Background: an optimization exercise with open tools, aiming at small area and a short achievable clock period. Do not read the settings as production practice.
At most, simulation tests tie the RTL to the original design; equivalence was not proved.
Power is estimated from default activity; no workload was simulated.

==> module regfile, before the edit <==
module regfile #(
    parameter int data_width = 32
) (
    input  logic                  clk,
    input  logic                  arst_n,
    input  logic [4:0]            rs1_addr,
    input  logic [4:0]            rs2_addr,
    input  logic                  rs2_en,
    input  logic                  fwd1,
    input  logic                  fwd2,
    input  logic [data_width-1:0] fwd_data,
    input  logic [4:0]            wr_addr_d,   
    input  logic                  wr_en,
    input  logic [data_width-1:0] wr_data,
    output logic [data_width-1:0] rs1_data,
    output logic [data_width-1:0] rs2_data
);
    logic [31:1] written;
    logic [31:1] we;
    logic [31:1] wr_hot;       
    logic [31:1] readable;
    logic [31:1] sel1, sel2;
    logic [data_width-1:0] regs [1:31];
    for (genvar r = 1; r < 32; r++) begin : g_reg
        always_ff @(posedge clk) begin
            wr_hot[r] <= wr_addr_d == 5'(r);
        end
        assign we[r]        = wr_en && wr_hot[r];
        assign readable[r]  = written[r] && !we[r];
        always_ff @(posedge clk or negedge arst_n) begin
            if (!arst_n) written[r] <= 1'b0;
            else if (we[r]) written[r] <= 1'b1;
        end
        always_ff @(posedge clk) begin
            if (we[r]) regs[r] <= wr_data;
        end
    end
    rf_dec rd1_dec (.addr(rs1_addr), .en(readable),  .sel(sel1));
    rf_dec rd2_dec (.addr(rs2_addr), .en(readable),  .sel(sel2));
    for (genvar i = 0; i < data_width; i++) begin : g_col
        logic [31:0] col;
        for (genvar r = 1; r < 32; r++) begin : g_bit
            assign col[r] = regs[r][i];
        end
        assign col[0] = fwd_data[i];
        rf_col rd1_col (.sel({sel1, fwd1}), .d(col), .en(1'b1),   .y(rs1_data[i]));
        rf_col rd2_col (.sel({sel2, fwd2}), .d(col), .en(rs2_en), .y(rs2_data[i]));
    end
endmodule
==> module exec_core, before the edit <==
module exec_core #(
    parameter int data_width = riscv_pkg::xlen
) (
    input  logic                  clk,
    input  logic                  arst_n,
    input  logic [31:0]           inst,
    input  logic                  inst_valid,
    output logic [data_width-1:0] result,
    output logic [4:0]            result_rd,
    output logic                  result_valid,
    output logic                  branch_taken
);
    logic [31:0] rs1_data, rs2_data, res, res_int, k, imm;
    logic        valid_q, wb_q, wb_d;
    logic [4:0]  rd_q;
    logic        rs2_en, fwd1, fwd2;
    logic        sub, sel_add, lp, lg, lui, sel_sll, sel_sr, sra;
    logic        lt_signed, sel_lt, br_eq, br_lt, br_inv;
    riscv_pkg::stage_t st_d, st_q;
    decode_ctrl decode_ctrl_inst (
        .inst       (inst),
        .inst_valid (inst_valid),
        .fwd_valid  (wb_q),
        .fwd_rd     (rd_q),
        .wb         (wb_d),
        .rs2_en     (rs2_en),
        .fwd1       (fwd1),
        .fwd2       (fwd2),
        .k          (k),
        .imm        (imm),
        .sub        (sub),
        .sel_add    (sel_add),
        .lp         (lp),
        .lg         (lg),
        .lui        (lui),
        .sel_sll    (sel_sll),
        .sel_sr     (sel_sr),
        .sra        (sra),
        .lt_signed  (lt_signed),
        .sel_lt     (sel_lt),
        .br_eq      (br_eq),
        .br_lt      (br_lt),
        .br_inv     (br_inv)
    );
    regfile #(.data_width(32)) regfile_inst (
        .clk      (clk),
        .arst_n   (arst_n),
        .rs1_addr (inst[19:15]),
        .rs2_addr (inst[24:20]),
        .rs2_en   (rs2_en),
        .fwd1     (fwd1),
        .fwd2     (fwd2),
        .fwd_data (res_int),
        .wr_addr_d (inst[11:7]),
        .wr_en    (wb_q),
        .wr_data  (res_int),
        .rs1_data (rs1_data),
        .rs2_data (rs2_data)
    );
    decode_alu decode_alu_inst (
        .a         (rs1_data),
        .s2        (rs2_data),
        .k         (k),
        .imm       (imm),
        .sub       (sub),
        .sel_add   (sel_add),
        .lp        (lp),
        .lg        (lg),
        .lui       (lui),
        .sel_sll   (sel_sll),
        .sel_sr    (sel_sr),
        .sra       (sra),
        .lt_signed (lt_signed),
        .sel_lt    (sel_lt),
        .br_eq     (br_eq),
        .br_lt     (br_lt),
        .br_inv    (br_inv),
        .st        (st_d)
    );
    always_ff @(posedge clk or negedge arst_n) begin
        if (!arst_n) begin
            valid_q <= 1'b0;
            wb_q    <= 1'b0;
        end else begin
            valid_q <= inst_valid;
            wb_q    <= wb_d;
        end
    end
    always_ff @(posedge clk) begin
        rd_q <= inst[11:7];
        st_q <= st_d;
    end
    alu_exec alu_exec_inst (
        .st     (st_q),
        .result     (res),
        .result_int (res_int),
        .taken      (branch_taken)
    );
    assign result       = res;
    assign result_rd    = rd_q;
    assign result_valid = valid_q;
endmodule
Settings: LEC_CHECK=0, CAP_MARGIN=20, CORE_MARGIN=2, CORE_UTILIZATION=40, PLACE_DENSITY=0.6, SETUP_SLACK_MARGIN=5, SLEW_MARGIN=20, SYNTH_HIERARCHICAL=1, SYNTH_MINIMUM_KEEP_SIZE=0, TNS_END_PERCENT=100; clock period 10.0 ns.
standard.sh (not shown) runs the stock make flow with config.mk's settings and CLKGATE_MAP_FILE= SYNTH_SCRIPT=/design/flow/synth_recipe.tcl, a recipe that flattens the netlist after the stock synthesis.
==> flow/flow/run.sh <==
#!/bin/bash
# Own layout flow: the standard layout (standard.sh) with these changes.
#  1. DONT_USE_CELLS adds the full and half adder cells (fa, ha) and the
#     clkdlybuf4s delay buffers to the platform's list (flow/dont_use.txt
#     holds the whole list), so synthesis maps adders to plain gates and
#     port buffering and repair use ordinary buffers.
#  2. After synthesis, a22oi_2 and a21oi_2 cells (what synthesis makes of
#     the design's single-gate modules) start at size 1, and the gates of
#     the register file's read decoders and columns get drive strengths
#     that suit their loads (flow/swap.tcl, rules in flow/settings.sh).
#  3. Clock tree synthesis without dummy loads, with small sink clusters
#     (flow/settings.sh).
#  4. Timing repair aims at a shorter period than the design's clock
#     (setup margin from flow/settings.sh) on all endpoints.
# Everything else (synthesis script, floorplan, power grid, placement,
# routing, the clock period and constraints) is the standard flow.
# Each tool's full output goes to a log file here (flow_*.log); ORFS also
# writes each step's log under orfs/logs/.
set -euo pipefail
source flow/settings.sh
du="$(cat flow/dont_use.txt)"
vars=("DONT_USE_CELLS=$du" "CTS_ARGS=$CTS_ARGS" "SETUP_SLACK_MARGIN=$MARGIN" "TNS_END_PERCENT=$TNS")
res="orfs/results/${FLOW_PLATFORM:-sky130hd}/exec_core/base"

bash standard.sh "${vars[@]}" synth > flow_synth.log 2>&1
ODB_IN="$res/1_synth.odb" ODB_OUT="$res/1_synth.odb" SWAP="$SWAP" SIZE="${SIZE:-}" \
  openroad -no_init -exit flow/swap.tcl > flow_swap.log 2>&1
touch "$res/1_synth.sdc"
bash standard.sh "${vars[@]}" finish > flow_finish.log 2>&1
Other scripts of this flow, unchanged in this note and not shown: flow/flow/dont_use.txt, flow/flow/settings.sh, flow/flow/swap.tcl
Change:
--- a/flow/design.v
+++ b/flow/design.v
@@ -80,7 +80,7 @@
     input  logic                  fwd1,
     input  logic                  fwd2,
     input  logic [data_width-1:0] fwd_data,
-    input  logic [4:0]            wr_addr_d,   
+    input  logic [4:0]            wr_addr,
     input  logic                  wr_en,
     input  logic [data_width-1:0] wr_data,
     output logic [data_width-1:0] rs1_data,
@@ -88,15 +88,11 @@
 );
     logic [31:1] written;
     logic [31:1] we;
-    logic [31:1] wr_hot;       
     logic [31:1] readable;
     logic [31:1] sel1, sel2;
     logic [data_width-1:0] regs [1:31];
     for (genvar r = 1; r < 32; r++) begin : g_reg
-        always_ff @(posedge clk) begin
-            wr_hot[r] <= wr_addr_d == 5'(r);
-        end
-        assign we[r]        = wr_en && wr_hot[r];
+        assign we[r]        = wr_en && (wr_addr == 5'(r));
         assign readable[r]  = written[r] && !we[r];
         always_ff @(posedge clk or negedge arst_n) begin
             if (!arst_n) written[r] <= 1'b0;
@@ -511,7 +507,7 @@
         .fwd1     (fwd1),
         .fwd2     (fwd2),
         .fwd_data (res_int),
-        .wr_addr_d (inst[11:7]),
+        .wr_addr  (rd_q),
         .wr_en    (wb_q),
         .wr_data  (res_int),
         .rs1_data (rs1_data),
Setup slack is better by 130 ps. Critical path depth falls by 1. Final area is about the same. Global-route usage increases by 0.23 points. Hold slack improved by 18 ps. Die area goes down slightly. Combinational power rose by roughly a tenth. Area after synthesis goes down slightly. Routed wire length falls slightly.
No run of this note included a check of the RTL's function; only the layout flow was run.


exec_core, a different RTL version from the one above (not shown whole).
Size in the first run: ~3900 cells after synthesis, about 74 I/O pins, roughly 0.053 sq mm of cells after synthesis.
==> module decode_alu, before the edit <==
module decode_alu (
    input  logic [31:0]       a,           
    input  logic [31:0]       s2,          
    input  logic [31:0]       k,           
    input  logic [31:0]       imm,
    input  logic              sub,
    input  logic              sel_add,
    input  logic              lp,
    input  logic              lg,
    input  logic              lui,
    input  logic              sel_sll,
    input  logic              sel_sr,
    input  logic              sra,
    input  logic              lt_signed,
    input  logic              sel_lt,
    input  logic              br_eq,
    input  logic              br_lt,
    input  logic              br_inv,
    output riscv_pkg::stage_t st
);
    logic [31:0] t, p, pn, qn, gn, g, other_n;
    logic [31:0] s0n;             
    logic [31:4] s1n;             
    logic        subn;
    assign subn = ~sub;
    for (genvar i = 0; i < 32; i++) begin : g_pg
        g_xor2  u_t  (.a(s2[i]), .b(k[i]), .y(t[i]));
        g_nor2  u_qn (.a(a[i]), .b(t[i]), .y(qn[i]));
        g_nand2 u_gn (.a(a[i]), .b(t[i]), .y(gn[i]));
        if (i % 4 == 0) begin : g_pn
            g_xnor2 u_pn (.a(a[i]), .b(t[i]), .y(pn[i]));
        end else begin : g_npn
            assign pn[i] = 1'b0;    
        end
        g_xor2  u_p  (.a(a[i]), .b(t[i]), .y(p[i]));
        g_inv   u_g  (.a(gn[i]), .y(g[i]));
    end
    assign other_n = ~((p & {32{lp}}) | (g & {32{lg}}) | (imm & {32{lui}}));
    for (genvar b = 0; b < 8; b++) begin : g_grp
        logic [3:0] g1, p1, g2n, p2n;
        logic [3:0] pb, pnb, qnb, gnb;
        assign pb  = p[4*b +: 4];
        assign pnb = pn[4*b +: 4];
        assign qnb = qn[4*b +: 4];
        assign gnb = gn[4*b +: 4];
        assign g1[0] = g[4*b];
        assign p1[0] = pb[0];
        for (genvar j = 1; j < 4; j++) begin : g_l1
            g_oai21 u_g (.a1(qnb[j]), .a2(gnb[j-1]), .b(gnb[j]), .y(g1[j]));
            g_nor2  u_p (.a(qnb[j]), .b(qnb[j-1]), .y(p1[j]));
        end
        assign g2n[0] = gnb[0];
        assign p2n[0] = qnb[0];
        g_inv u_g2n1 (.a(g1[1]), .y(g2n[1]));
        g_inv u_p2n1 (.a(p1[1]), .y(p2n[1]));
        for (genvar j = 2; j < 4; j++) begin : g_l2
            g_aoi21 u_g (.a1(p1[j]), .a2(g1[j-2]), .b(g1[j]), .y(g2n[j]));
            g_nand2 u_p (.a(p1[j]), .b(p1[j-2]), .y(p2n[j]));
        end
        for (genvar j = 0; j < 4; j++) begin : g_sum
            localparam int I = 4*b + j;
            if (b == 0) begin : g_cin
                if (j == 0) begin : g_j0
                    g_xnor2 u_s (.a(pb[0]), .b(sub), .y(s0n[I]));
                end else if (j == 1) begin : g_j1
                    logic c;
                    g_oai21 u_c (.a1(qnb[0]), .a2(subn), .b(gnb[0]), .y(c));
                    g_xnor2 u_s (.a(pb[j]), .b(c), .y(s0n[I]));
                end else if (j == 2) begin : g_j2
                    logic cn;
                    g_aoi21 u_c (.a1(p1[1]), .a2(sub), .b(g1[1]), .y(cn));
                    g_xor2  u_s (.a(pb[j]), .b(cn), .y(s0n[I]));
                end else begin : g_j3
                    logic c;
                    g_oai21 u_c (.a1(p2n[2]), .a2(subn), .b(g2n[2]), .y(c));
                    g_xnor2 u_s (.a(pb[j]), .b(c), .y(s0n[I]));
                end
            end else begin : g_cs
                if (j == 0) begin : g_j0
                    assign s0n[I] = pnb[0];
                    assign s1n[I] = pb[0];
                end else if (j == 1) begin : g_j1
                    logic c1;
                    g_xor2  u_s0 (.a(pb[j]), .b(gnb[0]), .y(s0n[I]));
                    g_nand2 u_c1 (.a(gnb[0]), .b(qnb[0]), .y(c1));
                    g_xnor2 u_s1 (.a(pb[j]), .b(c1), .y(s1n[I]));
                end else if (j == 2) begin : g_j2
                    logic c1n;
                    g_xnor2 u_s0 (.a(pb[j]), .b(g1[1]), .y(s0n[I]));
                    g_nor2  u_c1 (.a(g1[1]), .b(p1[1]), .y(c1n));
                    g_xor2  u_s1 (.a(pb[j]), .b(c1n), .y(s1n[I]));
                end else begin : g_j3
                    logic c1;
                    g_xor2  u_s0 (.a(pb[j]), .b(g2n[2]), .y(s0n[I]));
                    g_nand2 u_c1 (.a(g2n[2]), .b(p2n[2]), .y(c1));
                    g_xnor2 u_s1 (.a(pb[j]), .b(c1), .y(s1n[I]));
                end
            end
        end
        if (b == 0) begin : g_c4
            g_oai21 u_c (.a1(p2n[3]), .a2(subn), .b(g2n[3]), .y(st.c4));
        end else begin : g_gp
            g_inv u_g (.a(g2n[3]), .y(st.gg[b]));
            g_inv u_p (.a(p2n[3]), .y(st.gp[b]));
        end
    end
    for (genvar i = 0; i < 32; i++) begin : g_q0
        g_mux2i u (.s(sel_add), .a0(other_n[i]), .a1(s0n[i]), .y(st.q0[i]));
    end
    for (genvar i = 4; i < 32; i++) begin : g_q1
        g_mux2i u (.s(sel_add), .a0(other_n[i]), .a1(s1n[i]), .y(st.q1[i]));
    end
    assign st.ltx = ~(lt_signed & (a[31] ^ ~t[31]));
    assign st.brx = st.ltx ^ br_inv;
    logic [31:0] x0, x1, x2, x3;
    logic        fill, fill_n;
    assign fill   = sra & a[31];
    assign fill_n = ~fill;
    for (genvar i = 0; i < 32; i++) begin : g_sh
        g_mux2i u0 (.s(sel_sll), .a0(a[i]), .a1(a[31-i]), .y(x0[i]));
        if (i + 16 < 32) begin : g_a
            g_mux2i u1 (.s(t[4]), .a0(x0[i]), .a1(x0[i+16]), .y(x1[i]));
        end else begin : g_b
            g_mux2i u1 (.s(t[4]), .a0(x0[i]), .a1(fill_n), .y(x1[i]));
        end
        if (i + 8 < 32) begin : g_c
            g_mux2i u2 (.s(t[3]), .a0(x1[i]), .a1(x1[i+8]), .y(x2[i]));
        end else begin : g_d
            g_mux2i u2 (.s(t[3]), .a0(x1[i]), .a1(fill), .y(x2[i]));
        end
        if (i + 4 < 32) begin : g_e
            g_mux2i u3 (.s(t[2]), .a0(x2[i]), .a1(x2[i+4]), .y(x3[i]));
        end else begin : g_f
            g_mux2i u3 (.s(t[2]), .a0(x2[i]), .a1(fill_n), .y(x3[i]));
        end
    end
    assign st.sh      = x3;
    assign st.shamt   = t[1:0];
    assign st.shamt_n = ~t[1:0];
    assign st.fill    = fill;
    assign st.sel_sll = sel_sll;
    assign st.sel_sr  = sel_sr;
    assign st.sel_lt  = sel_lt;
    assign st.br_eq   = br_eq;
    assign st.br_lt   = br_lt;
    assign st.br_inv  = br_inv;
endmodule
export LEC_CHECK = 0
export CAP_MARGIN = 20
export CORE_MARGIN = 2
export CORE_UTILIZATION = 40
export PLACE_DENSITY = 0.6
export SETUP_SLACK_MARGIN = 5
export SLEW_MARGIN = 20
export SYNTH_HIERARCHICAL = 1
export SYNTH_MINIMUM_KEEP_SIZE = 0
export TNS_END_PERCENT = 100
create_clock -name core_clock -period 10.0 [get_ports {clk}]
Scripts as last shown in full above: flow/flow/run.sh
Other scripts of this flow, unchanged in this note and not shown: flow/flow/dont_use.txt, flow/flow/settings.sh, flow/flow/swap.tcl
Edit:
--- a/flow/design.v
+++ b/flow/design.v
@@ -175,39 +175,33 @@
     input  logic              br_inv,
     output riscv_pkg::stage_t st
 );
-    logic [31:0] t, p, pn, qn, gn, g, other_n;
+    logic [31:0] t, p, pn, gn, g, other_n;
     logic [31:0] s0n;             
     logic [31:4] s1n;             
     logic        subn;
     assign subn = ~sub;
     for (genvar i = 0; i < 32; i++) begin : g_pg
         g_xor2  u_t  (.a(s2[i]), .b(k[i]), .y(t[i]));
-        g_nor2  u_qn (.a(a[i]), .b(t[i]), .y(qn[i]));
+        g_xnor2 u_pn (.a(a[i]), .b(t[i]), .y(pn[i]));
         g_nand2 u_gn (.a(a[i]), .b(t[i]), .y(gn[i]));
-        if (i % 4 == 0) begin : g_pn
-            g_xnor2 u_pn (.a(a[i]), .b(t[i]), .y(pn[i]));
-        end else begin : g_npn
-            assign pn[i] = 1'b0;    
-        end
-        g_xor2  u_p  (.a(a[i]), .b(t[i]), .y(p[i]));
+        g_inv   u_p  (.a(pn[i]), .y(p[i]));
         g_inv   u_g  (.a(gn[i]), .y(g[i]));
     end
     assign other_n = ~((p & {32{lp}}) | (g & {32{lg}}) | (imm & {32{lui}}));
     for (genvar b = 0; b < 8; b++) begin : g_grp
         logic [3:0] g1, p1, g2n, p2n;
-        logic [3:0] pb, pnb, qnb, gnb;
+        logic [3:0] pb, pnb, gnb;
         assign pb  = p[4*b +: 4];
         assign pnb = pn[4*b +: 4];
-        assign qnb = qn[4*b +: 4];
         assign gnb = gn[4*b +: 4];
         assign g1[0] = g[4*b];
         assign p1[0] = pb[0];
         for (genvar j = 1; j < 4; j++) begin : g_l1
-            g_oai21 u_g (.a1(qnb[j]), .a2(gnb[j-1]), .b(gnb[j]), .y(g1[j]));
-            g_nor2  u_p (.a(qnb[j]), .b(qnb[j-1]), .y(p1[j]));
+            g_oai21 u_g (.a1(pnb[j]), .a2(gnb[j-1]), .b(gnb[j]), .y(g1[j]));
+            g_nor2  u_p (.a(pnb[j]), .b(pnb[j-1]), .y(p1[j]));
         end
         assign g2n[0] = gnb[0];
-        assign p2n[0] = qnb[0];
+        assign p2n[0] = pnb[0];
         g_inv u_g2n1 (.a(g1[1]), .y(g2n[1]));
         g_inv u_p2n1 (.a(p1[1]), .y(p2n[1]));
         for (genvar j = 2; j < 4; j++) begin : g_l2
@@ -221,7 +215,7 @@
                     g_xnor2 u_s (.a(pb[0]), .b(sub), .y(s0n[I]));
                 end else if (j == 1) begin : g_j1
                     logic c;
-                    g_oai21 u_c (.a1(qnb[0]), .a2(subn), .b(gnb[0]), .y(c));
+                    g_oai21 u_c (.a1(pnb[0]), .a2(subn), .b(gnb[0]), .y(c));
                     g_xnor2 u_s (.a(pb[j]), .b(c), .y(s0n[I]));
                 end else if (j == 2) begin : g_j2
                     logic cn;
@@ -239,7 +233,7 @@
                 end else if (j == 1) begin : g_j1
                     logic c1;
                     g_xor2  u_s0 (.a(pb[j]), .b(gnb[0]), .y(s0n[I]));
-                    g_nand2 u_c1 (.a(gnb[0]), .b(qnb[0]), .y(c1));
+                    g_nand2 u_c1 (.a(gnb[0]), .b(pnb[0]), .y(c1));
                     g_xnor2 u_s1 (.a(pb[j]), .b(c1), .y(s1n[I]));
                 end else if (j == 2) begin : g_j2
                     logic c1n;
Outcome: Cell area went down by 0.31%. Critical path depth is higher by 2. Wire length rose by 0.82%. Global-route usage came out higher by 0.20 points. Power goes up by 0.74%. Via count is about the same.
Function not checked in the second run of this note: the RTL went through the layout flow alone.

port drivers added, routing unchanged:
In the flow no input, the clock included, has a driving cell. The finished layouts below were timed again as built, in two steps.
Step 1 (the two cells are an assumption about what drives the block):
set clk [get_ports {clk}]
set_driving_cell -lib_cell sky130_fd_sc_hd__clkbuf_16 $clk
set_driving_cell -lib_cell sky130_fd_sc_hd__buf_2 [delete_from_list [all_inputs] $clk]
Step 2 moves the port delays by t, midway between the first and last clock arrival at a register: inputs arrive t later, outputs are due t later. That takes back most of the time a late clock gives input paths.
Slacks: ideal ports / drivers / drivers and shift; pairs: ideal ports / drivers.
run | t, ns | setup slack, ns | worst setup path after step 2 | slew at the worst register clock pin (ns)
the first run of note 1 | 0.929 | 5.300 / 5.347 / 4.418 | input to register | 0.12 / 0.12
the second run of note 1 | 0.904 | 5.431 / 5.365 / 4.579 | input to register | 0.11 / 0.11
the first run of note 2 | 0.901 | 5.449 / 5.409 / 4.567 | input to register | 0.11 / 0.11
the second run of note 2 | 0.944 | 5.429 / 5.442 / 4.531 | input to register | 0.12 / 0.12
After both steps every run listed still meets setup and hold. The setup slack of the second run of note 2, which loses most, moves by +0.013 ns with the drivers and by -0.898 ns with both steps.
